Context: an optimization exercise on an open-source flow, tuned for a short achievable clock period and few clock cycles. The choices shown serve that exercise and are no tape-out recipe. Only simulation tests tie the RTL to the original design; equivalence was not proved. No activity file was given, so power comes from the tool's default toggle rates.

<file path="flow/run.sh">
#!/bin/bash
# synth_recipe.tcl (not shown) runs the flow's synth.tcl, then flattens the netlist and writes it again
# the make line also repeats each setting of config.mk as NAME=value (left out here)
make -C /OpenROAD-flow-scripts/flow DESIGN_CONFIG=/design/flow/config.mk WORK_HOME=/design/flow/orfs CLKGATE_MAP_FILE= SYNTH_SCRIPT=/design/flow/synth_recipe.tcl finish
</file>
<file path="flow/config.mk">
export PLATFORM = sky130hd
export DESIGN_NAME = line_i_cache
export DESIGN_NICKNAME = line_i_cache
export VERILOG_FILES = /design/flow/design.v
export SDC_FILE = /design/flow/constraint.sdc
export NUM_CORES = 4
export LEC_CHECK = 0
export ABC_CLOCK_PERIOD_IN_PS = 1800
export CAP_MARGIN = 20
export CORE_MARGIN = 2
export CORE_UTILIZATION = 55
export CTS_CLUSTER_DIAMETER = 100
export CTS_CLUSTER_SIZE = 24
export PLACE_DENSITY = 0.65
export SETUP_SLACK_MARGIN = 4.2
export SLEW_MARGIN = 20
export TNS_END_PERCENT = 10
</file>
<file path="flow/constraint.sdc">
create_clock -name core_clock -period 6.0 [get_ports {clock}]
set_input_delay 1.2000 -clock core_clock [delete_from_list [all_inputs] [get_ports {clock}]]
set_output_delay 1.2000 -clock core_clock [all_outputs]
set_load 0.01 [all_outputs]
</file>
<file path="flow/design.v">
module line_i_cache #(
    parameter int data_width  = 32,
    parameter int addr_width  = 32,
    parameter int entries     = 16,
    parameter int line_words  = 4,
    parameter int count_width = 32
) (
    input  logic                   clock,
    input  logic                   reset_n,
    input  logic                   flush,
    input  logic                   ir_addr_valid,
    output logic                   ir_addr_ready,
    input  logic [addr_width-1:0]  ir_addr,
    output logic                   ir_data_valid,
    input  logic                   ir_data_ready,
    output logic [data_width-1:0]  ir_data,
    output logic                   bus_ir_addr_valid,
    input  logic                   bus_ir_addr_ready,
    output logic [addr_width-1:0]  bus_ir_addr,
    input  logic                   bus_ir_data_valid,
    output logic                   bus_ir_data_ready,
    input  logic [data_width-1:0]  bus_ir_data,
    output logic [count_width-1:0] hit_count,
    output logic [count_width-1:0] miss_count
);
    localparam int OFF_W  = $clog2(line_words);
    localparam int IDX_W  = $clog2(entries);
    localparam int SLOT_W = IDX_W + OFF_W;
    localparam int NSLOT  = entries * line_words;
    localparam int TAG_W  = addr_width - SLOT_W;
    localparam int QD     = 12;               
    localparam int RD     = 16;               
    localparam int RW     = $clog2(RD);
    localparam int SEQ_W  = RW + OFF_W;
    localparam int NGRP   = 4;                
    localparam int GSZ    = NSLOT / NGRP;
    logic                  rdy_q;
    logic                  nrdy_i;            
    logic                  a_v, a_fl;
    logic [addr_width-1:0] a_addr;
    logic [NSLOT-1:0]      a_soh;             
    logic [entries-1:0]    a_loh;             
    logic                  acc;
    logic                  pop;
    assign ir_addr_ready = rdy_q;
    assign acc = ir_addr_valid && !nrdy_i;
    always_ff @(posedge clock or negedge reset_n) begin
        if (!reset_n) begin
            a_v  <= 1'b0;
            a_fl <= 1'b0;
        end else begin
            a_v  <= acc;
            a_fl <= flush;
        end
    end
    always_ff @(posedge clock) begin
        a_addr <= ir_addr;
        for (int k = 0; k < NSLOT; k++)   a_soh[k] <= (ir_addr[SLOT_W-1:0] == k);
        for (int i = 0; i < entries; i++) a_loh[i] <= (ir_addr[SLOT_W-1:OFF_W] == i);
    end
    logic [QD-1:0] occ_t;
    logic          occ_up, occ_dn;
    assign occ_up = acc && !pop;
    assign occ_dn = pop && !acc;
    always_ff @(posedge clock or negedge reset_n) begin
        if (!reset_n) begin
            occ_t <= '0;
        end else begin
            if (occ_up)      occ_t <= {occ_t[QD-2:0], 1'b1};
            else if (occ_dn) occ_t <= {1'b0, occ_t[QD-1:1]};
        end
    end
    logic rdy_nx;
    assign rdy_nx = occ_up ? !occ_t[QD-2] : (occ_dn ? 1'b1 : !occ_t[QD-1]);
    always_ff @(posedge clock) begin
        rdy_q  <= rdy_nx;
        nrdy_i <= !rdy_nx;
    end
    logic [entries-1:0]    vb;
    logic [TAG_W-1:0]      tag_mem    [entries];
    logic [RW-1:0]         line_rid   [entries];    
    logic [OFF_W-1:0]      line_start [entries];    
    logic [NSLOT-1:0]      pres;                    
    logic [data_width-1:0] data_mem   [NSLOT];
    logic [addr_width-1:0] rf         [RD];         
    logic [RW-1:0]         alloc_rid, iss_rid, ret_rid;
    logic [RD-1:0]         iss_oh, ret_oh;          
    logic [OFF_W-1:0]      iss_pos, ret_pos;
    logic                  bd_v;
    logic [data_width-1:0] bd_d;
    logic [data_width-1:0] bd_dg [NGRP];            
    logic [RW-1:0]         bd_rid;
    logic [OFF_W-1:0]      bd_pos;
    logic [SEQ_W-1:0]      bd_seq;
    logic [IDX_W-1:0]      bd_idx;
    logic [OFF_W-1:0]      bd_w;
    logic [SLOT_W-1:0]     bd_slot;
    logic [NSLOT-1:0]      bd_soh;
    logic [entries-1:0]    bd_loh;
    logic                  bd_latest;               
    logic                  wr_v;                    
    logic [SLOT_W-1:0]     wr_slot;
    logic [NSLOT-1:0]      wr_soh;
    assign bd_seq  = {bd_rid, bd_pos};
    assign bd_slot = {bd_idx, bd_w};
    always_comb begin
        bd_latest = 1'b0;
        for (int i = 0; i < entries; i++)
            bd_latest = bd_latest | (bd_loh[i] && line_rid[i] == bd_rid);
    end
    logic                  b_v, b_hit, b_pres, b_fwd;
    logic [addr_width-1:0] b_addr;
    logic [SEQ_W-1:0]      b_hseq;
    logic [entries-1:0]    b_loh;
    logic [data_width-1:0] b_grp [NGRP];
    logic [data_width-1:0] b_fwd_d;
    logic [IDX_W-1:0]      a_idx, b_idx;
    logic [OFF_W-1:0]      a_off, b_off;
    logic [TAG_W-1:0]      a_tag, b_tag;
    logic [SLOT_W-1:0]     a_slot;
    assign a_idx  = a_addr[SLOT_W-1:OFF_W];
    assign a_off  = a_addr[OFF_W-1:0];
    assign a_tag  = a_addr[addr_width-1:SLOT_W];
    assign a_slot = a_addr[SLOT_W-1:0];
    assign b_idx  = b_addr[SLOT_W-1:OFF_W];
    assign b_off  = b_addr[OFF_W-1:0];
    assign b_tag  = b_addr[addr_width-1:SLOT_W];
    logic                  fwd, fwd_miss, hit_mem, hit_fwd, l1_hit, l1_pres, pres_rd;
    logic [entries-1:0]    mt;
    logic [RW-1:0]         l1_rid, rid_rd;
    logic [OFF_W-1:0]      l1_start, start_rd;
    always_comb begin
        hit_mem  = 1'b0;
        rid_rd   = '0;
        start_rd = '0;
        for (int i = 0; i < entries; i++) begin
            mt[i]    = vb[i] && (tag_mem[i] == a_tag);
            hit_mem  = hit_mem | (a_loh[i] && mt[i]);
            rid_rd   = rid_rd   | (line_rid[i]   & {RW{a_loh[i]}});
            start_rd = start_rd | (line_start[i] & {OFF_W{a_loh[i]}});
        end
        pres_rd = |(pres & a_soh);
    end
    assign fwd      = b_v && (b_idx == a_idx);
    assign fwd_miss = fwd && !b_hit;
    assign hit_fwd  = (b_tag == a_tag);
    assign l1_hit   = !a_fl && (fwd ? hit_fwd : hit_mem);
    assign l1_rid   = fwd_miss ? alloc_rid : rid_rd;
    assign l1_start = fwd_miss ? b_off : start_rd;
    assign l1_pres  = !fwd_miss && (pres_rd || (bd_v && bd_latest && bd_slot == a_slot) ||
                                    (wr_v && wr_slot == a_slot));
    always_ff @(posedge clock or negedge reset_n) begin
        if (!reset_n) b_v <= 1'b0;
        else          b_v <= a_v;
    end
    always_ff @(posedge clock) begin
        b_addr  <= a_addr;
        b_loh   <= a_loh;
        b_hit   <= l1_hit;
        b_pres  <= l1_pres;
        b_hseq  <= {l1_rid, a_off - l1_start};
        b_fwd   <= bd_v && (bd_slot == a_slot);
        b_fwd_d <= bd_d;
        for (int g = 0; g < NGRP; g++) begin
            logic [data_width-1:0] acc_d;
            acc_d = '0;
            for (int k = g * GSZ; k < (g + 1) * GSZ; k++)
                acc_d = acc_d | (data_mem[k] & {data_width{a_soh[k]}});
            b_grp[g] <= acc_d;
        end
    end
    logic miss;
    assign miss = b_v && !b_hit;
    always_ff @(posedge clock or negedge reset_n) begin
        if (!reset_n)       vb <= '0;
        else if (a_fl)      vb <= '0;
        else if (b_v)       vb[b_idx] <= 1'b1;
    end
    always_ff @(posedge clock) begin
        if (b_v) tag_mem[b_idx] <= b_tag;
    end
    always_ff @(posedge clock or negedge reset_n) begin
        if (!reset_n)  alloc_rid <= '0;
        else if (miss) alloc_rid <= alloc_rid + 1'b1;
    end
    always_ff @(posedge clock) begin
        rf[alloc_rid] <= b_addr;
        for (int i = 0; i < entries; i++) begin
            if (miss && b_loh[i]) begin
                line_rid[i]   <= alloc_rid;
                line_start[i] <= b_off;
            end
        end
        for (int k = 0; k < NSLOT; k++) begin
            if (bd_v && bd_soh[k]) data_mem[k] <= bd_dg[k / GSZ];
            if (miss && b_loh[k / line_words])
                pres[k] <= 1'b0;
            else if (wr_v && wr_soh[k])
                pres[k] <= 1'b1;
        end
    end
    logic [data_width-1:0] arr_rd;
    always_comb begin
        arr_rd = '0;
        for (int g = 0; g < NGRP; g++) arr_rd = arr_rd | b_grp[g];
        if (b_fwd) arr_rd = b_fwd_d;
    end
    logic                  c_v, c_dv, c_em;
    logic [SEQ_W-1:0]      c_need;
    logic [data_width-1:0] c_data;
    always_ff @(posedge clock or negedge reset_n) begin
        if (!reset_n) c_v <= 1'b0;
        else          c_v <= b_v;
    end
    always_ff @(posedge clock) begin
        c_need <= b_hit ? b_hseq : {alloc_rid, {OFF_W{1'b0}}};
        c_em   <= (b_hit ? b_hseq : {alloc_rid, {OFF_W{1'b0}}}) == {ret_rid, ret_pos};
        c_dv   <= b_hit && (b_pres || (bd_v && bd_seq == b_hseq));
        c_data <= b_pres ? arr_rd : bd_d;
    end
    logic [QD-1:0]         q_head, q_tail;      
    logic [QD-1:0]         q_occ, q_dv, q_rdy;
    logic [QD-1:0]         q_em;                
    logic [data_width-1:0] q_data [QD];
    logic [SEQ_W-1:0]      q_need [QD];
    logic                  new_dv;
    logic [data_width-1:0] new_data;
    assign new_dv   = c_dv || (bd_v && c_em);
    assign new_data = c_dv ? c_data : bd_d;
    always_comb begin
        for (int i = 0; i < QD; i++)
            q_rdy[i] = q_dv[i] || (bd_v && q_em[i]);
    end
    always_ff @(posedge clock) begin
        for (int i = 0; i < QD; i++)
            q_em[i] <= ((c_v && q_tail[i]) ? c_need : q_need[i]) == {ret_rid, ret_pos};
    end
    always_ff @(posedge clock) begin
        for (int i = 0; i < QD; i++) begin
            if (c_v && q_tail[i]) begin
                q_need[i] <= c_need;
                q_dv[i]   <= new_dv;
                q_data[i] <= new_data;
            end else if (!q_dv[i] && q_rdy[i]) begin
                q_dv[i]   <= 1'b1;
                q_data[i] <= bd_d;
            end
        end
    end
    logic                  out_v;
    logic                  nout_v;            
    logic [data_width-1:0] out_d;
    logic                  head_ok, head_dv;
    logic [data_width-1:0] head_data;
    assign head_ok = |(q_head & q_occ & q_rdy);
    assign head_dv = |(q_head & q_dv);
    always_comb begin
        head_data = '0;
        for (int i = 0; i < QD; i++)
            head_data = head_data | (q_data[i] & {data_width{q_head[i]}});
    end
    assign pop = head_ok && (nout_v || ir_data_ready);
    assign ir_data_valid = out_v;
    assign ir_data       = out_d;
    logic out_v_nx;
    assign out_v_nx = pop || (!nout_v && !ir_data_ready);
    always_ff @(posedge clock or negedge reset_n) begin
        if (!reset_n) begin
            out_v  <= 1'b0;
            nout_v <= 1'b1;
        end else begin
            out_v  <= out_v_nx;
            nout_v <= !out_v_nx;
        end
    end
    always_ff @(posedge clock or negedge reset_n) begin
        if (!reset_n) begin
            q_head <= {{(QD-1){1'b0}}, 1'b1};
            q_tail <= {{(QD-1){1'b0}}, 1'b1};
            q_occ  <= '0;
        end else begin
            if (pop)  q_head <= {q_head[QD-2:0], q_head[QD-1]};
            if (c_v)  q_tail <= {q_tail[QD-2:0], q_tail[QD-1]};
            q_occ <= (q_occ & ~(pop ? q_head : '0)) | (c_v ? q_tail : '0);
        end
    end
    logic [data_width-1:0] out_h, out_nx;
    assign out_nx = head_dv ? head_data : bd_d;
    always_ff @(posedge clock or negedge reset_n) begin
        if (!reset_n) out_h <= '0;
        else if (pop) out_h <= out_nx;
    end
    always_ff @(posedge clock) begin
        out_d <= pop ? out_nx : out_h;
    end
    logic                  bav;
    logic                  nbav;              
    logic [addr_width-1:0] bad;
    logic                  have, adv;
    logic [addr_width-1:0] iss_a, ret_a;
    always_comb begin
        iss_a = '0;
        ret_a = '0;
        for (int r = 0; r < RD; r++) begin
            iss_a = iss_a | (rf[r] & {addr_width{iss_oh[r]}});
            ret_a = ret_a | (rf[r] & {addr_width{ret_oh[r]}});
        end
    end
    logic [RW-1:0] iss_rid_nx, alloc_rid_nx;
    assign alloc_rid_nx = alloc_rid + {{(RW-1){1'b0}}, miss};
    assign iss_rid_nx   = iss_rid + {{(RW-1){1'b0}},
                                     adv && have && iss_pos == OFF_W'(line_words - 1)};
    always_ff @(posedge clock or negedge reset_n) begin
        if (!reset_n) have <= 1'b0;
        else          have <= (iss_rid_nx != alloc_rid_nx);
    end
    assign adv   = nbav || bus_ir_addr_ready;
    assign bus_ir_addr_valid = bav;
    assign bus_ir_addr       = bad;
    always_ff @(posedge clock or negedge reset_n) begin
        if (!reset_n) begin
            bav     <= 1'b0;
            nbav    <= 1'b1;
            iss_rid <= '0;
            iss_oh  <= {{(RD-1){1'b0}}, 1'b1};
            iss_pos <= '0;
        end else if (adv) begin
            bav  <= have;
            nbav <= !have;
            if (have) begin
                iss_pos <= iss_pos + 1'b1;
                if (iss_pos == OFF_W'(line_words - 1)) begin
                    iss_rid <= iss_rid + 1'b1;
                    iss_oh  <= {iss_oh[RD-2:0], iss_oh[RD-1]};
                end
            end
        end
    end
    logic [addr_width-1:0] bad_h, bad_nx;
    assign bad_nx = {iss_a[addr_width-1:OFF_W], iss_a[OFF_W-1:0] + iss_pos};
    always_ff @(posedge clock or negedge reset_n) begin
        if (!reset_n)         bad_h <= '0;
        else if (adv && have) bad_h <= bad_nx;
    end
    always_ff @(posedge clock) begin
        bad <= (adv && have) ? bad_nx : bad_h;
    end
    logic [OFF_W-1:0] ret_w;
    assign ret_w = ret_a[OFF_W-1:0] + ret_pos;
    assign bus_ir_data_ready = 1'b1;
    always_ff @(posedge clock or negedge reset_n) begin
        if (!reset_n) wr_v <= 1'b0;
        else          wr_v <= bd_v && bd_latest && !(miss && |(b_loh & bd_loh));
    end
    always_ff @(posedge clock) begin
        wr_slot <= bd_slot;
        wr_soh  <= bd_soh;
    end
    always_ff @(posedge clock or negedge reset_n) begin
        if (!reset_n) begin
            bd_v    <= 1'b0;
            ret_rid <= '0;
            ret_oh  <= {{(RD-1){1'b0}}, 1'b1};
            ret_pos <= '0;
        end else begin
            bd_v <= bus_ir_data_valid;
            if (bus_ir_data_valid) begin
                ret_pos <= ret_pos + 1'b1;
                if (ret_pos == OFF_W'(line_words - 1)) begin
                    ret_rid <= ret_rid + 1'b1;
                    ret_oh  <= {ret_oh[RD-2:0], ret_oh[RD-1]};
                end
            end
        end
    end
    always_ff @(posedge clock) begin
        bd_d   <= bus_ir_data;
        for (int g = 0; g < NGRP; g++)
            if (bus_ir_data_valid && ret_a[SLOT_W-1:SLOT_W-2] == g) bd_dg[g] <= bus_ir_data;
        bd_rid <= ret_rid;
        bd_pos <= ret_pos;
        bd_idx <= ret_a[SLOT_W-1:OFF_W];
        bd_w   <= ret_w;
        for (int k = 0; k < NSLOT; k++)   bd_soh[k] <= ({ret_a[SLOT_W-1:OFF_W], ret_w} == k);
        for (int i = 0; i < entries; i++) bd_loh[i] <= (ret_a[SLOT_W-1:OFF_W] == i);
    end
    logic k_hit, k_miss;
    logic h_sat, m_sat;              
    logic [count_width-1:0] hit_inc, miss_inc;
    logic [count_width-1:0] hc_n, mc_n;       
    logic [count_width-1:0] hc, mc, hc_nx, mc_nx;
    assign hc = ~hc_n;
    assign mc = ~mc_n;
    always_comb begin
        for (int i = 0; i < count_width; i++) begin
            hit_inc[i]  = hc[i] ^ (&(hc | ~({count_width{1'b1}} >> (count_width - i))));
            miss_inc[i] = mc[i] ^ (&(mc | ~({count_width{1'b1}} >> (count_width - i))));
        end
    end
    assign hc_nx = (k_hit && !h_sat)  ? hit_inc  : hc;
    assign mc_nx = (k_miss && !m_sat) ? miss_inc : mc;
    always_ff @(posedge clock or negedge reset_n) begin
        if (!reset_n) begin
            k_hit      <= 1'b0;
            k_miss     <= 1'b0;
            h_sat      <= 1'b0;
            m_sat      <= 1'b0;
            hit_count  <= '0;
            miss_count <= '0;
            hc_n       <= '1;
            mc_n       <= '1;
        end else begin
            k_hit  <= b_v && b_hit;
            k_miss <= miss;
            hit_count  <= hc_nx;
            miss_count <= mc_nx;
            hc_n       <= ~hc_nx;
            mc_n       <= ~mc_nx;
            if (k_hit && hc == {{(count_width-1){1'b1}}, 1'b0})  h_sat <= 1'b1;
            if (k_miss && mc == {{(count_width-1){1'b1}}, 1'b0}) m_sat <= 1'b1;
        end
    end
endmodule
</file>
==> results of run 1 <==
[registers in the layout, indices dropped and copies added (netlist names), 72 cells and up]
signal    flops
q_data      384
bd_dg       128
q_need       72
b_grp       128
rf          512
tag_mem     416
data_mem   2048
[layer usage]
| metal | wire length, um | share of wire [%] | vias to the layer above |
|---|---|---|---|
| met2 | 247000 | 48 | 6542 |
| met4 | 32400 | 6.2 | 8 |
| li1 | - | - | 41328 |
| met3 | 54700 | 11 | 1316 |
| met1 | 186000 | 36 | 51201 |
| met5 | 48 | 0.0092 | - |
[area by class of cell]
class / count / area (um2) / area share, %
Antenna cell: 58 / 145 / 0.0767
Clock buffer: 386 / 6140 / 3.24
Clock inverter: 18 / 312 / 0.165
Inverter: 147 / 586 / 0.309
Multi-Input combinational cell: 4937 / 36000 / 19.0
Sequential cell: 4692 / 132000 / 69.7
Tap cell: 4100 / 5130 / 2.71
Timing Repair Buffer: 848 / 9030 / 4.77
Timing Repair inverter: 6 / 105 / 0.0555
[path summary, 6_finish.rpt]
kind,from,end,slack [ns]
setup / recovery,bav,bus_ir_addr_valid,3.27
setup reg to reg,ret_oh[9],bd_soh[62],3.34
min in group core_clock,bd_soh[8],wr_soh[8],0.35
hold / removal,reset_n,miss_count[15],0.20
max in group asynchronous,reset_n,alloc_rid[0],4.11
hold reg to reg,bd_soh[8],wr_soh[8],0.35
[cells in the final DEF (no fill, tap or decap), drive strengths merged, types with 98 or more instances in the layout]
cell type | synthesis | layout
a21oi | 118 | 118
mux2 | 123 | 123
nor2 | 296 | 296
and2 | 98 | 98
o21ai | 538 | 539
buf | 31 | 757
a221oi | 699 | 699
nand2 | 716 | 717
a22o | 699 | 699
dfrtp | 249 | 249
edfxtp | 3596 | 3596
a22oi | 216 | 216
inv | 147 | 160
xor2 | 413 | 413
clkbuf | 694 | 393
dfxtp | 777 | 777
xnor2 | 275 | 275
nand3 | 106 | 106
nor4 | 154 | 154
nand4 | 232 | 232
[power groups by stage]
stage               Clock [mW]  Combinational [mW]  Sequential [mW]
floorplan                    0                4.36             38.2
finish                    17.1                10.8             38.0
CTS                       17.2                10.1             38.0
global route              18.3                11.1             38.2
global placement             0                7.59             38.6
detailed placement           0                7.69             38.6
[per-stage QoR]
stage / power, mW / instances / utilization, %
4_1_cts: 65.3 / 15049 / 61.2
3_5_place_dp: 46.3 / 14384 / 57.7
2_1_floorplan: 42.6 / 10494 / -
3_3_place_gp: 46.2 / 14384 / 57.7
5_1_grt: 67.6 / 15147 / 61.9
6_report: 65.9 / 15192 / 62.0
[cell families after synthesis]
logic type	share of synthesized area, %
AO/OA/AOI/OAI	10.5
XOR/XNOR	3.57
adder cells (fa/ha/maj)	0.252
buffers and inverters	1.95
flip-flops	78.0
multiplexers	1.08
other	0.00222
AND/OR/NAND/NOR	4.69
[repair_timing]
action,CTS,global route
resized for setup,1043,324
setup endpoints to repair,4648,4663
endpoints found under the hold margin,0,0
setup buffers,221,74
cloned,40,11
pin swaps,100,49
hold buffers,0,0
==> qor.csv, run 1 <==
stage;metric;value;unit
status;status;no timing/DRC/antenna violations;
synth;Seq cells post-synth;4692;
route;Routed WL;521;mm
synth;mean area per synthesized cell;16.1;um2
global_routing;global-route wire length before repair;720;mm
route;# DRC;0;
synth;Yosys top cell area share;64.0;%
clock_tree;cts bufs inserted;219;
worst_setup_path;Worst Path Arrival;1.53;ns
timing;Fin Clk Skew;0.0821;ns
place;dpl cell area;0.176;mm2
worst_setup_path;startpoint types;flip-flop;
route;Vias;100395;
cells_and_area;Area growth syn-to-layout;12.2;%
timing;Final min period;2.73;ns
place;post-place setup slack;2.24;ns
cells_and_area;filler cell count;21946;
timing;RSZ-0062 raised after global routing;yes;
synth;area leader, netlist;edfxtp_1;
global_routing;largest net degree at the start of global routing;155;
worst_hold_path;Hold Crit Class;primary input to async pin;
clock_tree;CTS tree;yes;
floorplanning;Std-Cell Rows;203;
floorplanning;core area;0.306;mm2
power_and_ir_drop;Cell Pwr Density;348;mW/mm2
synth;Net Count, Synth;10599;
timing;final worst path period share;45.6;%
worst_setup_path;maximum fanout along the worst path;2;
worst_setup_path;critical path type;flip-flop to primary output;
route;TritonRoute pass-1 iters;14;
global_routing;initial antenna violation count;34;
route;Vias per Instance;6.61;
clock_tree;Clock Tree Root;clkbuf_16;
clock_tree;Sink Count;4692;
synth;synth warn;8;
clock_tree;Longest Clk Path Bufs;4;
floorplanning;die footprint;0.311;mm2
cells_and_area;share of layout cells above drive strength 1;15.9;%
timing;Final Hold Fails;0;
synth;Main synth FF type;edfxtp_1;
worst_setup_path;CP Cell Sequence;buf_2;
synth;largest cells by area after synthesis;edfxtp_1 (64%), dfxtp_1 (9.2%), dfrtp_1 (3.7%);
synth;Post-Syn Instances;10494;
global_routing;busiest grt layer;met2;
worst_setup_path;Crit path depth;1;
synth;post-synthesis sequential area ratio;78.0;%
timing;Setup TNS Final;0;ns
synth;count leader, synth;edfxtp_1;
global_routing;grt ovf;0;
power_and_ir_drop;P_int;48.1;mW
floorplanning;Starting Density;55.2;%
timing;worst relative slew slack;12.0;%
worst_setup_path;WP buf/inv;1;
worst_setup_path;Crit-path slowest cell;dfrtp_1;
global_routing;gr usage total;32.7;%
global_routing;met3 track demand over resource;5.04;%
worst_setup_path;Critical Path RT;4.80;ns
worst_setup_path;Critical Path Max Stage Delay;0.42;ns
power_and_ir_drop;Max IR drop VDD;0.000435;V
cells_and_area;Layout Nets;10956;
global_routing;global-route met1 utilization;42.8;%
route;Initial DRC Count;14423;
place;DP HPWL;268;mm
power_and_ir_drop;power share of the combinational group;16.4;%
global_routing;routing usage on met2;53.2;%
synth;number of synthesized flops with an enable pin;3596;
synth;unique cell type count in the Yosys netlist;53;
power_and_ir_drop;switching power;17.9;mW
global_routing;vias in the first global route;96565;
power_and_ir_drop;clock power share;26.0;%
job;max cap viols;0;
timing;pins over their slew limit;0;
synth;Post-Syn Area;0.169;mm2
power_and_ir_drop;Sw Share;27.1;%
worst_setup_path;Reg2Reg Depth;9;
clock_tree;CTS clk-pin slew, worst paths;0.10;ns
floorplanning;Die Width;558;um
floorplanning;I/O pin count;203;
timing;max frequency;366;MHz
route;final antenna-violating net count;0;
timing;worst hold slack;0.200;ns
cells_and_area;Non-Filler Cell Area, Final;0.189;mm2
worst_setup_path;Worst setup EP type;primary output;
route;WL/cell;34.3;um
power_and_ir_drop;Reg power frac;57.7;%
clock_tree;htree depth;4;
timing;Setup-failing EPs final;0;
timing;final setup margin;3.27;ns
place;PortBufs;201;
floorplanning;Die Y;558;um
synth;ys async rst share;6.80;%
timing;worst slew pin tran;1.32;ns
place;global placer's final weighted congestion;0.883;
power_and_ir_drop;static leakage;64.2;nW
worst_setup_path;CP delay by family, top;flip-flops;
clock_tree;Clk Latency, worst-skew pair;0.96;ns
synth;Post-synth top cells;edfxtp_1 (3596), dfxtp_1 (777), nand2_1 (715), a221oi_1 (699), a22o_1 (699);
Testbench counts, summed over its fixed seeds: cycles 16,096.
==> run 2: changes to the inputs <==
--- a/flow/design.v
+++ b/flow/design.v
@@ -265,14 +265,10 @@
     logic out_v_nx;
     assign out_v_nx = pop || (!nout_v && !ir_data_ready);
     always_ff @(posedge clock or negedge reset_n) begin
-        if (!reset_n) begin
-            out_v  <= 1'b0;
-            nout_v <= 1'b1;
-        end else begin
-            out_v  <= out_v_nx;
-            nout_v <= !out_v_nx;
-        end
+        if (!reset_n) nout_v <= 1'b1;
+        else          nout_v <= !out_v_nx;
     end
+    always_ff @(posedge clock) out_v <= out_v_nx;
     always_ff @(posedge clock or negedge reset_n) begin
         if (!reset_n) begin
             q_head <= {{(QD-1){1'b0}}, 1'b1};
@@ -316,16 +312,15 @@
     end
     assign adv   = nbav || bus_ir_addr_ready;
     assign bus_ir_addr_valid = bav;
+    always_ff @(posedge clock) bav <= adv ? have : !nbav;
     assign bus_ir_addr       = bad;
     always_ff @(posedge clock or negedge reset_n) begin
         if (!reset_n) begin
-            bav     <= 1'b0;
             nbav    <= 1'b1;
             iss_rid <= '0;
             iss_oh  <= {{(RD-1){1'b0}}, 1'b1};
             iss_pos <= '0;
         end else if (adv) begin
-            bav  <= have;
             nbav <= !have;
             if (have) begin
                 iss_pos <= iss_pos + 1'b1;
==> qor.csv, run 2 <==
stage;metric;value;unit;change
status;status;no timing/DRC/antenna violations;;
global_routing;gr usage total;32.5;%;-0.24 points
clock_tree;hold buffers post-CTS;0;;unchanged
timing;worst slew pin tran;1.13;ns;-0.191 ns
synth;area leader, netlist;edfxtp_1;;
global_routing;initial antenna violation count;53;;+56%
synth;unique cell type count in the Yosys netlist;57;;+7.5%
route;Initial DRC Count;15552;;+7.8%
synth;Post-synth top cells;edfxtp_1 (3596), dfxtp_1 (779), nand2_1 (710), a221oi_1 (696), a22o_1 (696);;
route;Vias;102003;;+1.6%
floorplanning;Std-Cell Rows;203;;unchanged
floorplanning;die footprint;0.311;mm2;about the same
timing;Setup-failing EPs final;0;;unchanged
cells_and_area;Non-Filler Cell Area, Final;0.191;mm2;+0.81%
floorplanning;Die Width;558;um;about the same
worst_setup_path;Crit-path slowest cell;dfxtp_2;;
cells_and_area;Cell Count, Final, Fillers Out;15289;;+0.64%
cells_and_area;filler cell count;21826;;-0.55%
worst_setup_path;CP delay by family, top;flip-flops;;
job;max cap viols;0;;unchanged
clock_tree;CTS tree;yes;;
synth;Main synth FF type;edfxtp_1;;
worst_setup_path;critical path type;flip-flop to primary output;;
global_routing;largest net degree at the start of global routing;127;;-18%
worst_setup_path;CP Cell Sequence;buf_6;;
synth;largest cells by area after synthesis;edfxtp_1 (64%), dfxtp_1 (9.2%), dfrtp_1 (3.7%);;
worst_setup_path;Critical Path Max Stage Delay;0.36;ns;-0.06 ns
power_and_ir_drop;Max IR drop VDD;0.000407;V;-6.3%
global_routing;vias in the first global route;95524;;-1.1%
route;TritonRoute pass-1 iters;9;;-5
worst_setup_path;Worst setup EP type;primary output;;
cells_and_area;commonest non-fill, non-tap cell in the layout;edfxtp_1;;
cells_and_area;Area growth syn-to-layout;13.1;%;
clock_tree;Clock Tree Root;clkbuf_16;;
place;# placed instances;14379;;-0.035%
synth;Post-Syn Instances;10486;;-0.076%
clock_tree;Clk Latency, worst-skew pair;0.97;ns;about the same
clock_tree;Sink Count;4692;;unchanged
cells_and_area;register area;0.132;mm2;about the same
synth;mean area per synthesized cell;16.1;um2;+0.10%
synth;number of synthesized flops with an enable pin;3596;;unchanged
synth;count leader, synth;edfxtp_1;;
cells_and_area;Biggest register;data_mem;;
route;Routed WL;532;mm;+2.2%
cells_and_area;area of the multi-input gates;0.0364;mm2;+0.99%
timing;final worst path period share;44.7;%;-0.82 points
timing;Setup TNS Final;0;ns;unchanged
synth;Net Count, Synth;10591;;-0.075%
global_routing;grt ovf;0;;unchanged
timing;Final Hold Fails;0;;unchanged
route;WL/cell;34.8;um;+1.6%
route;final antenna-violating net count;0;;unchanged
floorplanning;Die Y;558;um;about the same
worst_setup_path;WP buf/inv;1;;unchanged
clock_tree;cts bufs inserted;219;;unchanged
timing;worst relative slew slack;24.5;%;+13 points
place;DP HPWL;269;mm;about the same
route;Vias per Instance;6.67;;+0.96%
power_and_ir_drop;Cell Pwr Density;343;mW/mm2;-1.5%
cells_and_area;largest registers;data_mem (2048), rf (512), tag_mem (416);;
synth;Post-Syn Area;0.169;mm2;about the same
cells_and_area;Layout Nets;11016;;+0.55%
cells_and_area;share of layout cells above drive strength 1;16.9;%;+0.95 points
worst_setup_path;Worst Path Arrival;1.48;ns;-0.05 ns
synth;Yosys top cell area share;64.0;%;about the same
timing;pins over their slew limit;0;;unchanged
floorplanning;core area;0.306;mm2;unchanged
place;PortBufs;201;;unchanged
synth;Seq cells post-synth;4692;;unchanged
timing;Final min period;2.68;ns;-0.0495 ns
route;# DRC;0;;unchanged
cells_and_area;max reg flops;2048;;unchanged
synth;synth warn;8;;unchanged
place;dpl cell area;0.176;mm2;about the same
floorplanning;Starting Density;55.3;%;about the same
worst_hold_path;Hold Crit Class;primary input to async pin;;
timing;Fin Clk Skew;0.0654;ns;-0.0167 ns
synth;post-synthesis sequential area ratio;78.0;%;about the same
power_and_ir_drop;static leakage;64.8;nW;+0.92%
place;global placer's final weighted congestion;0.898;;+1.7%
worst_setup_path;Critical Path RT;4.80;ns;about the same
clock_tree;CTS clk-pin slew, worst paths;0.10;ns;about the same
timing;max frequency;373;MHz;+1.8%
worst_setup_path;startpoint types;flip-flop;;
synth;ys async rst share;6.76;%;-0.043 points
floorplanning;I/O pin count;203;;unchanged
global_routing;global-route wire length before repair;714;mm;-0.82%
timing;RSZ-0062 raised after global routing;yes;;
cells_and_area;most frequent cells in the layout;edfxtp_1 (3596), a22o_1 (695), a221oi_1 (682);;
clock_tree;Longest Clk Path Bufs;4;;unchanged
clock_tree;htree depth;4;;unchanged
worst_setup_path;maximum fanout along the worst path;1;;-1
## run 2: through the flow
stage | hold slack (ns) | util, % | power [mW] | worst slack (ns)
2_1_floorplan | 0.324 | - | 42.6 | 3.54
3_3_place_gp | 0.326 | 57.6 | 46.0 | 2.10
3_5_place_dp | 0.330 | 57.6 | 46.2 | 2.10
4_1_cts | 0.242 | 61.1 | 64.6 | 3.23
5_1_grt | 0.292 | 62.4 | 67.2 | 3.25
6_report | 0.267 | 62.5 | 65.5 | 3.32
## run 2: where the power goes
group	internal (mW)	leakage [nW]	switching, mW
combinational	3.90	19.1	6.45
sequential	36.8	42.6	1.25
clock	7.08	3.02	9.99
## run 2: final cells by class
type | count | share of cell area [%]
Sequential cell | 4692 | 69.1
Multi-Input combinational cell | 4937 | 19.0
Timing Repair Buffer | 907 | 5.35
Clock buffer | 388 | 3.23
Tap cell | 4100 | 2.69
Inverter | 147 | 0.309
Antenna cell | 96 | 0.126
Clock inverter | 15 | 0.108
Timing Repair inverter | 7 | 0.0636
## run 2: kinds of logic after synthesis
family / Yosys count / synth area share (%)
AOI/OAI and AO/OA: 2349 / 10.5
xor gates and xnor gates: 689 / 3.57
adders and majority gates: 34 / 0.252
buffers and inverters: 866 / 1.96
DFF: 4692 / 78.0
muxes: 168 / 1.09
other: 1 / 0.00222
and+or+nand+nor: 1687 / 4.71
## run 2: layer usage
layer / global-route usage [%] / routed length, um / up-vias
li1: - / - / 41516
met1: 43.1 / 190000 / 51946
met2: 52.0 / 250000 / 7219
met3: 5.65 / 62000 / 1314
met4: 16.2 / 31100 / 8
met5: 0 / 59 / -
## run 2: path summary, 6_finish.rpt
kind	startpoint	cells past startpoint	slack, ns	end
min reg2reg	bd_soh[51]	0	0.35	wr_soh[51]
max reg2reg	ret_oh[5]	10	3.43	bd_soh[61]
max	out_d[30]	1	3.32	ir_data[30]
max in group asynchronous	reset_n	2	4.48	out_h[14]
min in group core_clock	bd_soh[51]	0	0.35	wr_soh[51]
min	reset_n	1	0.27	miss_count[14]
## run 2: repair_timing
action,in CTS,in global routing
pin swaps,118,51
setup endpoints to repair,4643,4550
resized for setup,1076,448
hold endpoints to repair,0,0
buffers inserted,210,122
gates cloned,35,44
Testbench counts of run 2, summed over its fixed seeds: cycles 16,096.
==> run 3: changes to the inputs <==
--- a/flow/config.mk
+++ b/flow/config.mk
@@ -8,10 +8,10 @@
 export ABC_CLOCK_PERIOD_IN_PS = 1800
 export CAP_MARGIN = 20
 export CORE_MARGIN = 2
-export CORE_UTILIZATION = 55
+export CORE_UTILIZATION = 62
 export CTS_CLUSTER_DIAMETER = 100
 export CTS_CLUSTER_SIZE = 24
-export PLACE_DENSITY = 0.65
+export PLACE_DENSITY = 0.7
 export SETUP_SLACK_MARGIN = 4.2
 export SLEW_MARGIN = 20
 export TNS_END_PERCENT = 10
==> qor.csv, run 3 <==
stage;metric;value;unit;change
place;PortBufs;201;;unchanged
synth;largest family of logic cells by synthesized area;compound AO/OA/AOI/OAI gates;;
clock_tree;CTS clk-pin slew, worst paths;0.09;ns;about the same
power_and_ir_drop;Cell Pwr Density;346;mW/mm2;+0.76%
synth;Synth Area in Compound Gates;10.5;%;unchanged
global_routing;gr usage total;35.8;%;+3.3 points
timing;worst slew pin tran;1.22;ns;+0.0902 ns
clock_tree;Sink Count;4692;;unchanged
synth;synth warn;8;;unchanged
synth;Main synth FF type;edfxtp_1;;
synth;Seq cells post-synth;4692;;unchanged
place;# placed instances;13838;;-3.8%
synth;post-synthesis sequential area ratio;78.0;%;unchanged
cells_and_area;max reg flops;2048;;unchanged
timing;final setup margin;3.31;ns;-0.00858 ns
synth;Post-Syn Instances;10486;;unchanged
cells_and_area;filler cell count;17390;;-20%
cells_and_area;largest registers;data_mem (2048), rf (512), tag_mem (416);;
worst_setup_path;CP Cell Sequence;buf_2;;
cells_and_area;Core Util, Final;69.5;%;+7.0 points
job;max cap viols;0;;unchanged
clock_tree;cts bufs inserted;218;;-0.46%
status;status;no timing/DRC/antenna violations;;
timing;Final min period;2.69;ns;+0.00858 ns
clock_tree;hold buffers post-CTS;0;;unchanged
place;DP HPWL;265;mm;-1.1%
floorplanning;die footprint;0.276;mm2;-11%
worst_hold_path;Hold Crit Class;primary input to async pin;;
cells_and_area;Layout Nets;10913;;-0.94%
global_routing;largest net degree at the start of global routing;148;;+17%
global_routing;global-route wire length before repair;703;mm;-1.5%
synth;count leader, synth;edfxtp_1;;
floorplanning;Die Y;526;um;-5.8%
power_and_ir_drop;static leakage;63.9;nW;-1.4%
synth;Post-Synth Simple-Gate Area;4.71;%;unchanged
clock_tree;CTS tree;yes;;
cells_and_area;Biggest register;data_mem;;
route;final antenna-violating net count;0;;unchanged
worst_setup_path;Worst setup EP type;primary output;;
route;# DRC;0;;unchanged
cells_and_area;area of the multi-input gates;0.0361;mm2;-0.72%
floorplanning;I/O pin count;203;;unchanged
place;post-place setup slack;2.15;ns;+0.0477 ns
worst_setup_path;maximum fanout along the worst path;1;;unchanged
synth;ys async rst share;6.76;%;unchanged
synth;Post-synth top cells;edfxtp_1 (3596), dfxtp_1 (779), nand2_1 (710), a221oi_1 (696), a22o_1 (696);;
timing;RSZ-0062 raised after global routing;yes;;
synth;Net Count, Synth;10591;;unchanged
floorplanning;core area;0.271;mm2;-11%
clock_tree;Longest Clk Path Bufs;4;;unchanged
floorplanning;Starting Density;62.3;%;+7.1 points
cells_and_area;most frequent cells in the layout;edfxtp_1 (3596), a22o_1 (696), nand2_1 (685);;
route;Vias per Instance;6.92;;+3.7%
synth;Synth Area in Adders;0.252;%;unchanged
worst_setup_path;WP buf/inv;1;;unchanged
cells_and_area;Cell Count, Final, Fillers Out;14642;;-4.2%
global_routing;grt ovf;0;;unchanged
route;Initial DRC Count;15511;;-0.26%
worst_setup_path;startpoint types;flip-flop;;
clock_tree;Clock Tree Root;clkbuf_16;;
timing;pins over their slew limit;0;;unchanged
cells_and_area;register area;0.132;mm2;about the same
floorplanning;Std-Cell Rows;191;;-5.9%
synth;unique cell type count in the Yosys netlist;57;;unchanged
route;Routed WL;514;mm;-3.5%
clock_tree;Clk Latency, worst-skew pair;0.95;ns;-0.02 ns
place;dpl cell area;0.175;mm2;-0.41%
timing;max frequency;371;MHz;-0.32%
worst_setup_path;Crit-path slowest cell;dfrtp_1;;
timing;worst relative slew slack;18.4;%;-6.0 points
worst_setup_path;Critical Path Max Stage Delay;0.41;ns;+0.05 ns
global_routing;initial antenna violation count;33;;-38%
route;Vias;101335;;-0.65%
worst_setup_path;Worst Path Arrival;1.49;ns;about the same
clock_tree;htree depth;4;;unchanged
synth;largest cells by area after synthesis;edfxtp_1 (64%), dfxtp_1 (9.2%), dfrtp_1 (3.7%);;
worst_setup_path;CP delay by family, top;flip-flops;;
power_and_ir_drop;total power;65.0;mW;-0.67%
power_and_ir_drop;Max IR drop VDD;0.000344;V;-16%
global_routing;vias in the first global route;96553;;+1.1%
worst_setup_path;critical path type;flip-flop to primary output;;
place;global placer's final weighted congestion;0.916;;+2.0%
synth;mux cell area share after synthesis;1.09;%;unchanged
synth;mean area per synthesized cell;16.1;um2;unchanged
synth;number of synthesized flops with an enable pin;3596;;unchanged
floorplanning;Die Width;526;um;-5.8%
cells_and_area;Non-Filler Cell Area, Final;0.188;mm2;-1.4%
cells_and_area;Area growth syn-to-layout;11.5;%;
worst_setup_path;Critical Path RT;4.80;ns;about the same
timing;Setup-failing EPs final;0;;unchanged
timing;final worst path period share;44.9;%;+0.14 points
synth;Yosys top cell area share;64.0;%;unchanged
route;TritonRoute pass-1 iters;14;;+5
synth;Synth Area in XOR/XNOR;3.57;%;unchanged
synth;area leader, netlist;edfxtp_1;;
cells_and_area;commonest non-fill, non-tap cell in the layout;edfxtp_1;;
cells_and_area;share of layout cells above drive strength 1;15.9;%;-0.97 points
timing;Fin Clk Skew;0.0601;ns;-0.00530 ns
route;WL/cell;35.1;um;+0.78%
timing;Setup TNS Final;0;ns;unchanged
timing;Final Hold Fails;0;;unchanged
synth;Post-Syn Area;0.169;mm2;unchanged
timing;worst hold slack;0.216;ns;-0.0510 ns
[run 3: cell types whose count changed in the layout (fill, tap and decap cells not counted), moves of 17 or more]
cell,previous run,this run
and2_1,21,4
buf_12,121,79
nor2_1,205,232
clkbuf_16,258,241
buf_4,450,404
nor2_4,47,24
[run 3: cell families after synthesis]
kind of cell / count (synthesis)
fa+ha+maj: 34
other cells: 1
xor+xnor: 689
buf+inv: 866
simple gates: 1687
mux: 168
flops: 4692
compound gates: 2349
[run 3: repair_timing]
action | CTS | global route
pin swaps | 69 | 75
resized for setup | 1058 | 366
endpoints found under the setup margin | 4676 | 4645
setup buffers | 156 | 107
gates cloned | 31 | 26
[run 3: report_power, final]
group / switching (mW) / internal (mW) / total [mW]
sequential: 1.28 / 36.8 / 38.1
clock: 9.88 / 7.05 / 16.9
combinational: 6.39 / 3.63 / 10.0
total: 17.5 / 47.5 / 65.0
[run 3: cell type report]
type | count | share of cell area (%)
timing repair inverter | 6 | 0.0578
multi-input combinational | 4942 | 19.2
sequential | 4692 | 70.1
tap | 3570 | 2.37
antenna | 80 | 0.106
inverter | 147 | 0.316
timing repair buffer | 801 | 4.52
clock inverter | 12 | 0.0731
clock buffer | 392 | 3.28
[run 3: final timing paths]
path                               from              to  slack, ns  depth (start not counted)
setup reg to reg             ret_oh[12]      bd_soh[45]       3.46                         10
min in group core_clock       bd_soh[8]       wr_soh[8]       0.34                          0
max in group asynchronous       reset_n       q_head[2]       4.31                          2
hold reg to reg               bd_soh[8]       wr_soh[8]       0.34                          0
setup / recovery           hit_count[8]    hit_count[8]       3.31                          1
hold / removal                  reset_n  miss_count[19]       0.22                          1
[run 3: metal layers]
layer / share of wire, % / wire, um / global-route usage (%) / up-vias
met3: 12 / 62500 / 6.90 / 1413
met1: 34 / 177000 / 46.9 / 51111
li1: - / - / - / 41269
met2: 47 / 240000 / 56.6 / 7528
met4: 6.7 / 34400 / 20.1 / 14
met5: 0.018 / 95 / 0 / -
==> run 4: changes to the inputs <==
--- a/flow/design.v
+++ b/flow/design.v
@@ -340,8 +340,31 @@
     always_ff @(posedge clock) begin
         bad <= (adv && have) ? bad_nx : bad_h;
     end
-    logic [OFF_W-1:0] ret_w;
-    assign ret_w = ret_a[OFF_W-1:0] + ret_pos;
+    logic [addr_width-1:0] nret_a;
+    logic [IDX_W-1:0]      cur_idx;
+    logic [OFF_W-1:0]      cur_w;
+    logic [entries-1:0]    cur_loh;
+    logic [line_words-1:0] cur_woh;
+    logic [addr_width-1:0] ld_a;
+    logic                  ld;
+    always_comb begin
+        nret_a = '0;
+        for (int r = 0; r < RD; r++)
+            nret_a = nret_a | (rf[r] & {addr_width{ret_oh[(r + RD - 1) % RD]}});
+    end
+    assign ld   = bus_ir_data_valid ? (ret_pos == OFF_W'(line_words - 1)) : (ret_pos == '0);
+    assign ld_a = bus_ir_data_valid ? nret_a : ret_a;
+    always_ff @(posedge clock) begin
+        if (ld) begin
+            cur_idx <= ld_a[SLOT_W-1:OFF_W];
+            cur_w   <= ld_a[OFF_W-1:0];
+            for (int i = 0; i < entries; i++)    cur_loh[i] <= (ld_a[SLOT_W-1:OFF_W] == i);
+            for (int w = 0; w < line_words; w++) cur_woh[w] <= (ld_a[OFF_W-1:0] == w);
+        end else if (bus_ir_data_valid) begin
+            cur_w   <= cur_w + 1'b1;
+            cur_woh <= {cur_woh[line_words-2:0], cur_woh[line_words-1]};
+        end
+    end
     assign bus_ir_data_ready = 1'b1;
     always_ff @(posedge clock or negedge reset_n) begin
         if (!reset_n) wr_v <= 1'b0;
@@ -371,13 +394,13 @@
     always_ff @(posedge clock) begin
         bd_d   <= bus_ir_data;
         for (int g = 0; g < NGRP; g++)
-            if (bus_ir_data_valid && ret_a[SLOT_W-1:SLOT_W-2] == g) bd_dg[g] <= bus_ir_data;
+            if (bus_ir_data_valid && cur_idx[IDX_W-1:IDX_W-2] == g) bd_dg[g] <= bus_ir_data;
         bd_rid <= ret_rid;
         bd_pos <= ret_pos;
-        bd_idx <= ret_a[SLOT_W-1:OFF_W];
-        bd_w   <= ret_w;
-        for (int k = 0; k < NSLOT; k++)   bd_soh[k] <= ({ret_a[SLOT_W-1:OFF_W], ret_w} == k);
-        for (int i = 0; i < entries; i++) bd_loh[i] <= (ret_a[SLOT_W-1:OFF_W] == i);
+        bd_idx <= cur_idx;
+        bd_w   <= cur_w;
+        for (int k = 0; k < NSLOT; k++)   bd_soh[k] <= cur_loh[k / line_words] && cur_woh[k % line_words];
+        bd_loh <= cur_loh;
     end
     logic k_hit, k_miss;
     logic h_sat, m_sat;              
--- a/flow/config.mk
+++ b/flow/config.mk
@@ -8,10 +8,10 @@
 export ABC_CLOCK_PERIOD_IN_PS = 1800
 export CAP_MARGIN = 20
 export CORE_MARGIN = 2
-export CORE_UTILIZATION = 62
+export CORE_UTILIZATION = 55
 export CTS_CLUSTER_DIAMETER = 100
 export CTS_CLUSTER_SIZE = 24
-export PLACE_DENSITY = 0.7
+export PLACE_DENSITY = 0.65
 export SETUP_SLACK_MARGIN = 4.2
 export SLEW_MARGIN = 20
 export TNS_END_PERCENT = 10
==> qor.csv, run 4 <==
stage;metric;value;unit;change
synth;ys async rst share;6.72;%;-0.037 points
job;max cap viols;0;;unchanged
cells_and_area;most frequent cells in the layout;edfxtp_1 (3622), a22o_1 (684), a221oi_1 (675);;
route;Vias;101965;;+0.62%
route;final antenna-violating net count;0;;unchanged
floorplanning;Starting Density;55.2;%;-7.2 points
timing;RSZ-0062 raised after global routing;yes;;
worst_setup_path;Critical Path Max Stage Delay;0.41;ns;about the same
floorplanning;Die Width;560;um;+6.5%
cells_and_area;register area;0.133;mm2;+0.56%
status;status;no timing/DRC/antenna violations;;
timing;Final Hold Fails;0;;unchanged
route;# DRC;0;;unchanged
synth;number of synthesized flops with an enable pin;3622;;+0.72%
timing;Final min period;2.70;ns;+0.0119 ns
global_routing;routing usage on met2;51.1;%;-5.5 points
global_routing;initial antenna violation count;56;;+70%
synth;largest cells by area after synthesis;edfxtp_1 (64%), dfxtp_1 (9.2%), dfrtp_1 (3.6%);;
clock_tree;CTS clk-pin slew, worst paths;0.10;ns;about the same
synth;Seq cells post-synth;4718;;+0.55%
synth;unique cell type count in the Yosys netlist;58;;+1.8%
clock_tree;CTS tree;yes;;
worst_setup_path;maximum fanout along the worst path;1;;unchanged
cells_and_area;Cell Count, Final, Fillers Out;15293;;+4.4%
power_and_ir_drop;Max IR drop VDD;0.000327;V;-5.0%
cells_and_area;area of the multi-input gates;0.0363;mm2;+0.50%
power_and_ir_drop;total power;69.4;mW;+6.8%
worst_setup_path;CP delay by family, top;flip-flops;;
synth;Post-synth top cells;edfxtp_1 (3622), dfxtp_1 (779), nand2_1 (705), a221oi_1 (685), a22o_1 (685);;
synth;Net Count, Synth;10675;;+0.79%
cells_and_area;Layout Nets;11020;;+0.98%
global_routing;largest net degree at the start of global routing;131;;-11%
cells_and_area;share of layout cells above drive strength 1;14.9;%;-0.97 points
worst_setup_path;Setup crit start;out_d[14];;
clock_tree;htree depth;4;;unchanged
global_routing;met3 track demand over resource;5.38;%;-1.5 points
worst_setup_path;startpoint types;flip-flop;;
timing;worst slew pin tran;1.23;ns;+0.0122 ns
clock_tree;Sink Count;4718;;+0.55%
floorplanning;Std-Cell Rows;204;;+6.8%
cells_and_area;commonest non-fill, non-tap cell in the layout;edfxtp_1;;
synth;Post-Syn Area;0.170;mm2;+0.79%
floorplanning;Die Y;560;um;+6.5%
power_and_ir_drop;static leakage;64.6;nW;+1.1%
place;DP HPWL;270;mm;+1.5%
synth;Main synth FF type;edfxtp_1;;
global_routing;gr usage total;32.1;%;-3.6 points
synth;mean area per synthesized cell;16.1;um2;about the same
global_routing;grt ovf;0;;unchanged
clock_tree;cts bufs inserted;221;;+1.4%
route;Routed WL;531;mm;+3.4%
timing;worst relative slew slack;17.1;%;-1.3 points
cells_and_area;filler cell count;22549;;+30%
route;Initial DRC Count;16182;;+4.3%
place;global placer's final weighted congestion;0.882;;-3.7%
worst_setup_path;Worst Path Arrival;1.50;ns;about the same
route;Vias per Instance;6.67;;-3.7%
synth;count leader, synth;edfxtp_1;;
cells_and_area;largest registers;data_mem (2048), rf (512), tag_mem (416);;
power_and_ir_drop;Cell Pwr Density;365;mW/mm2;+5.7%
timing;pins over their slew limit;0;;unchanged
worst_setup_path;Worst setup EP type;primary output;;
timing;Setup-failing EPs final;0;;unchanged
floorplanning;I/O pin count;203;;unchanged
worst_setup_path;CP Cell Sequence;buf_6;;
floorplanning;die footprint;0.314;mm2;+14%
worst_hold_path;Hold Crit Class;primary input to async pin;;
clock_tree;Clk Latency, worst-skew pair;0.99;ns;+0.04 ns
cells_and_area;Core Util, Final;61.6;%;-7.9 points
place;# placed instances;14487;;+4.7%
synth;Yosys top cell area share;63.9;%;about the same
worst_setup_path;Critical Path RT;4.80;ns;about the same
worst_setup_path;r2r startpoint;ret_oh[2];;
timing;max frequency;370;MHz;-0.44%
timing;worst hold slack;0.202;ns;-0.0141 ns
route;WL/cell;34.8;um;-0.99%
global_routing;global-route met1 utilization;44.0;%;-2.9 points
cells_and_area;Area growth syn-to-layout;11.7;%;
clock_tree;Longest Clk Path Bufs;4;;unchanged
floorplanning;core area;0.308;mm2;+14%
worst_setup_path;WP buf/inv;1;;unchanged
global_routing;busiest grt layer;met2;;
cells_and_area;max reg flops;2048;;unchanged
worst_setup_path;critical path type;flip-flop to primary output;;
synth;synth warn;8;;unchanged
place;PortBufs;201;;unchanged
timing;Setup TNS Final;0;ns;unchanged
synth;Post-Syn Instances;10570;;+0.80%
clock_tree;hold buffers post-CTS;0;;unchanged
synth;post-synthesis sequential area ratio;77.8;%;-0.15 points
global_routing;global-route wire length before repair;718;mm;+2.2%
route;TritonRoute pass-1 iters;12;;-2
timing;Fin Clk Skew;0.0678;ns;+0.00772 ns
clock_tree;Clock Tree Root;clkbuf_16;;
global_routing;vias in the first global route;96424;;-0.13%
cells_and_area;Biggest register;data_mem;;
worst_setup_path;Crit-path slowest cell;dfxtp_4;;
timing;final worst path period share;45.1;%;+0.20 points
synth;area leader, netlist;edfxtp_1;;
[run 4: area by class of cell]
| class | instances | share of cell area [%] |
|---|---|---|
| multi-input cells | 5015 | 19.1 |
| flip-flops and latches | 4718 | 69.8 |
| clock inverters | 12 | 0.0915 |
| repair buffers | 825 | 4.64 |
| repair inverters | 2 | 0.00658 |
| diodes | 69 | 0.0908 |
| clock buffers | 400 | 3.32 |
| inverters | 132 | 0.271 |
| well taps | 4120 | 2.71 |
[run 4: kinds of logic after synthesis]
logic type	count (synthesis)	synth area share, %
flops	4718	77.8
compound gates	2400	10.6
simple gates	1719	4.87
buf+inv	843	1.86
xor+xnor	689	3.55
mux	166	1.07
fa+ha+maj	34	0.250
other cells	1	0.00220
[run 4: report_power, final]
| group | internal [mW] | switching [mW] | total [mW] |
|---|---|---|---|
| combinational | 3.23 | 6.44 | 9.67 |
| sequential | 39.9 | 2.57 | 42.5 |
| clock | 7.26 | 10.1 | 17.3 |
| total | 50.4 | 19.1 | 69.4 |
[run 4: per-layer routing]
metal / vias to the layer above / part of all wire (%)
li1: 41736 / -
met1: 52135 / 37
met2: 6914 / 46
met3: 1158 / 12
met4: 22 / 4.9
met5: - / 0.025
[run 4: what timing repair did]
action,in CTS,in global routing
pin swaps,68,35
setup endpoints to repair,4673,4409
cloned,26,36
buffers inserted,96,167
gates resized for setup,970,347
[run 4: worst paths after layout]
| check | to | slack, ns | cells after the start |
|---|---|---|---|
| max | ir_data[14] | 3.30 | 1 |
| min | k_miss | 0.20 | 1 |
| max reg2reg | cur_loh[0] | 3.32 | 7 |
| min reg2reg | wr_soh[49] | 0.33 | 0 |
| max in group asynchronous | out_h[13] | 4.45 | 2 |
| min in group core_clock | wr_soh[49] | 0.33 | 0 |
[run 4: stage by stage]
| stage | instance area, um2 | setup slack [ns] |
|---|---|---|
| after global routing | 190000 | 3.29 |
| after CTS | 186000 | 3.27 |
| after detailed placement | 177000 | 2.00 |
| final | 190000 | 3.30 |
| after global placement | 177000 | 1.99 |
| after floorplan | 171000 | 3.24 |
Testbench counts of run 4, summed over its fixed seeds: cycles 16,096.
==> run 5: changes to the inputs <==
--- a/flow/config.mk
+++ b/flow/config.mk
@@ -9,8 +9,8 @@
 export CAP_MARGIN = 20
 export CORE_MARGIN = 2
 export CORE_UTILIZATION = 55
-export CTS_CLUSTER_DIAMETER = 100
-export CTS_CLUSTER_SIZE = 24
+export CTS_CLUSTER_DIAMETER = 50
+export CTS_CLUSTER_SIZE = 28
 export PLACE_DENSITY = 0.65
 export SETUP_SLACK_MARGIN = 4.2
 export SLEW_MARGIN = 20
==> qor.csv, run 5 <==
stage;metric;value;unit;change
status;status;no timing/DRC/antenna violations;;
worst_setup_path;Reg2Reg Depth;6;;-1
route;TritonRoute pass-1 iters;12;;unchanged
cells_and_area;filler cell count;21386;;-5.2%
synth;Seq cells post-synth;4718;;unchanged
floorplanning;die footprint;0.314;mm2;unchanged
clock_tree;CTS tree;yes;;
worst_setup_path;Crit-path slowest cell;dfrtp_1;;
worst_setup_path;r2r startpoint;c_v;;
floorplanning;core area;0.308;mm2;unchanged
worst_setup_path;Critical Path RT;4.80;ns;about the same
global_routing;global-route wire length before repair;731;mm;+1.8%
place;DP HPWL;270;mm;unchanged
floorplanning;Std-Cell Rows;204;;unchanged
worst_setup_path;Worst Path Arrival;1.51;ns;about the same
clock_tree;Sink Count;4718;;unchanged
floorplanning;Die Y;560;um;unchanged
route;WL/cell;34.5;um;-0.61%
route;# DRC;0;;unchanged
route;Vias;104629;;+2.6%
worst_setup_path;Worst setup EP type;primary output;;
worst_setup_path;Critical Path Max Stage Delay;0.37;ns;-0.04 ns
synth;largest cells by area after synthesis;edfxtp_1 (64%), dfxtp_1 (9.2%), dfrtp_1 (3.6%);;
global_routing;gr usage total;32.7;%;+0.53 points
cells_and_area;Cell Count, Final, Fillers Out;15743;;+2.9%
synth;Yosys top cell area share;63.9;%;unchanged
power_and_ir_drop;static leakage;69.4;nW;+7.4%
worst_setup_path;WP buf/inv;1;;unchanged
cells_and_area;most frequent cells in the layout;edfxtp_1 (3622), a22o_1 (684), a221oi_1 (669), dfxtp_1 (669), nand2_1 (664);;
synth;post-synthesis sequential area ratio;77.8;%;unchanged
worst_hold_path;Hold Crit Class;primary input to async pin;;
cells_and_area;Area growth syn-to-layout;17.5;%;
route;Vias per Instance;6.65;;-0.32%
clock_tree;htree depth;5;;+1
floorplanning;I/O pin count;203;;unchanged
power_and_ir_drop;total power;81.9;mW;+18%
clock_tree;cts bufs inserted;431;;+95%
synth;Post-Syn Area;0.170;mm2;unchanged
worst_setup_path;startpoint types;flip-flop;;
timing;Final min period;2.71;ns;+0.00130 ns
clock_tree;Longest Clk Path Bufs;4;;unchanged
global_routing;largest net degree at the start of global routing;131;;unchanged
global_routing;vias in the first global route;99514;;+3.2%
cells_and_area;commonest non-fill, non-tap cell in the layout;edfxtp_1;;
cells_and_area;Layout Nets;11272;;+2.3%
floorplanning;Starting Density;55.2;%;unchanged
route;Initial DRC Count;16343;;+0.99%
global_routing;initial antenna violation count;52;;-7.1%
timing;max frequency;370;MHz;about the same
timing;worst slew pin tran;1.20;ns;-0.0357 ns
synth;area leader, netlist;edfxtp_1;;
place;PortBufs;201;;unchanged
worst_setup_path;Crit path depth;1;;unchanged
route;Routed WL;544;mm;+2.3%
route;final antenna-violating net count;0;;unchanged
clock_tree;CTS clk-pin slew, worst paths;0.08;ns;-0.02 ns
timing;Fin Clk Skew;0.0533;ns;-0.0145 ns
place;# placed instances;14487;;unchanged
cells_and_area;max reg flops;2048;;unchanged
synth;number of synthesized flops with an enable pin;3622;;unchanged
global_routing;grt ovf;0;;unchanged
timing;Final Hold Fails;0;;unchanged
clock_tree;Clk Latency, worst-skew pair;1.00;ns;about the same
synth;count leader, synth;edfxtp_1;;
floorplanning;Die Width;560;um;unchanged
synth;synth warn;8;;unchanged
timing;Setup-failing EPs final;0;;unchanged
synth;mean area per synthesized cell;16.1;um2;unchanged
cells_and_area;share of layout cells above drive strength 1;20.0;%;+5.1 points
timing;RSZ-0062 raised after global routing;yes;;
synth;ys async rst share;6.72;%;unchanged
cells_and_area;Biggest register;data_mem;;
place;global placer's final weighted congestion;0.882;;unchanged
synth;unique cell type count in the Yosys netlist;58;;unchanged
synth;Post-Syn Instances;10570;;unchanged
timing;worst relative slew slack;19.5;%;+2.4 points
power_and_ir_drop;Cell Pwr Density;410;mW/mm2;+12%
timing;final worst path period share;45.1;%;about the same
clock_tree;hold buffers post-CTS;0;;unchanged
cells_and_area;largest registers;data_mem (2048), rf (512), tag_mem (416);;
timing;pins over their slew limit;0;;unchanged
power_and_ir_drop;Max IR drop VDD;0.000292;V;-11%
job;max cap viols;0;;unchanged
worst_setup_path;CP Cell Sequence;buf_2;;
timing;Setup TNS Final;0;ns;unchanged
worst_setup_path;critical path type;flip-flop to primary output;;
synth;Post-synth top cells;edfxtp_1 (3622), dfxtp_1 (779), nand2_1 (705), a221oi_1 (685), a22o_1 (685);;
worst_setup_path;CP delay by family, top;flip-flops;;
timing;worst hold slack;0.144;ns;-0.0583 ns
synth;Main synth FF type;edfxtp_1;;
clock_tree;Clock Tree Root;clkbuf_16;;
worst_setup_path;maximum fanout along the worst path;1;;unchanged
worst_setup_path;r2r setup slk;3.46;ns;+0.14 ns
synth;Net Count, Synth;10675;;unchanged
worst_setup_path;r2r endpoint;q_data[11][16];;
## run 5: layout make-up
| class | count | area [um2] | share of cell area [%] |
|---|---|---|---|
| flip-flops and latches | 4718 | 133000 | 66.4 |
| multi-input cells | 5016 | 36600 | 18.3 |
| clock buffers | 470 | 11400 | 5.69 |
| repair buffers | 866 | 9140 | 4.57 |
| well taps | 4120 | 5150 | 2.58 |
| clock inverters | 349 | 4200 | 2.10 |
| inverters | 132 | 515 | 0.258 |
| diodes | 70 | 175 | 0.0877 |
| repair inverters | 2 | 12.5 | 0.00626 |
## run 5: logic make-up after synthesis
family	share of synthesized area (%)
flip-flops	77.8
AO/OA/AOI/OAI	10.6
AND/OR/NAND/NOR	4.87
buffers and inverters	1.86
XOR/XNOR	3.55
multiplexers	1.07
adder cells (fa/ha/maj)	0.250
other	0.00220
## run 5: worst max path at each step
stage	start	slack (ns)	to
2_1_floorplan	bus_ir_data_valid	3.24	bd_dg[0][0]
3_3_place_gp	bus_ir_addr_ready	1.99	have
3_5_place_dp	bus_ir_addr_ready	2.00	have
4_1_cts	hit_count[3]	3.23	hit_count[3]
5_1_grt	hit_count[2]	3.26	hit_count[2]
6_report	hit_count[8]	3.29	hit_count[8]
## run 5: per-stage QoR
step / setup slack (ns) / utilization (%) / instance area [um2]
floorplan: 3.24 / - / 171000
global placement: 1.99 / 57.5 / 177000
detailed placement: 2.00 / 57.5 / 177000
CTS: 3.23 / 63.3 / 195000
global route: 3.26 / 64.8 / 200000
finish: 3.29 / 64.8 / 200000
## run 5: power breakdown
| group | switching (mW) | leakage [nW] | internal [mW] |
|---|---|---|---|
| logic | 6.56 | 18.6 | 3.23 |
| registers | 2.60 | 43.2 | 39.9 |
| clock network | 14.1 | 7.55 | 15.5 |
| total | 23.2 | 69.4 | 58.6 |
## run 5: routing by layer
layer | wire (um) | share of wire (%) | global-route usage (%) | up-vias
met3 | 65400 | 12 | 5.77 | 1391
li1 | - | - | - | 42601
met2 | 252000 | 46 | 51.6 | 7557
met1 | 198000 | 36 | 44.4 | 53064
met4 | 28500 | 5.2 | 15.3 | 16
met5 | 95 | 0.017 | 0 | -
## run 5: repair_timing
action / CTS / global route
gates cloned: 25 / 41
resized for setup: 964 / 454
buffers inserted: 94 / 207
pin swaps: 62 / 55
setup endpoints to repair: 4669 / 4420

[what the ideal ports hide]
The results above use ideal ports. As a check the final layouts listed here were re-extracted and re-timed, cells and wires unchanged. Step 1 (the two cells are an assumption about what drives the block):
set clk [get_ports {clock}]
set_driving_cell -lib_cell sky130_fd_sc_hd__clkbuf_16 $clk
set_driving_cell -lib_cell sky130_fd_sc_hd__buf_2 [delete_from_list [all_inputs] $clk]
Step 2 also shifts input and output timing later by t, the mid clock arrival at the registers, as if the neighbouring blocks saw the same clock. a / b / c = ideal / step 1 / step 2; a / b = the first two.
| run | shift t [ns] | setup WS [ns] | worst setup path at the end | worst slew at a driven data input, ns |
|---|---|---|---|---|
| run 1 | 1.031 | 3.267 / 3.163 / 2.979 | input to register | 0.14 |
| run 2 | 1.049 | 3.316 / 3.211 / 3.028 | input to register | 0.23 |
| run 3 | 1.027 | 3.308 / 3.209 / 3.045 | input to register | 0.12 |
| run 4 | 1.057 | 3.296 / 3.184 / 2.806 | input to register | 0.16 |
| run 5 | 1.082 | 3.294 / 3.186 / 2.753 | input to register | 0.16 |
After both steps setup and hold are still met in every run listed. For run 5, which loses most, drivers alone change the setup slack by -0.108 ns; drivers and shift together by -0.541 ns.
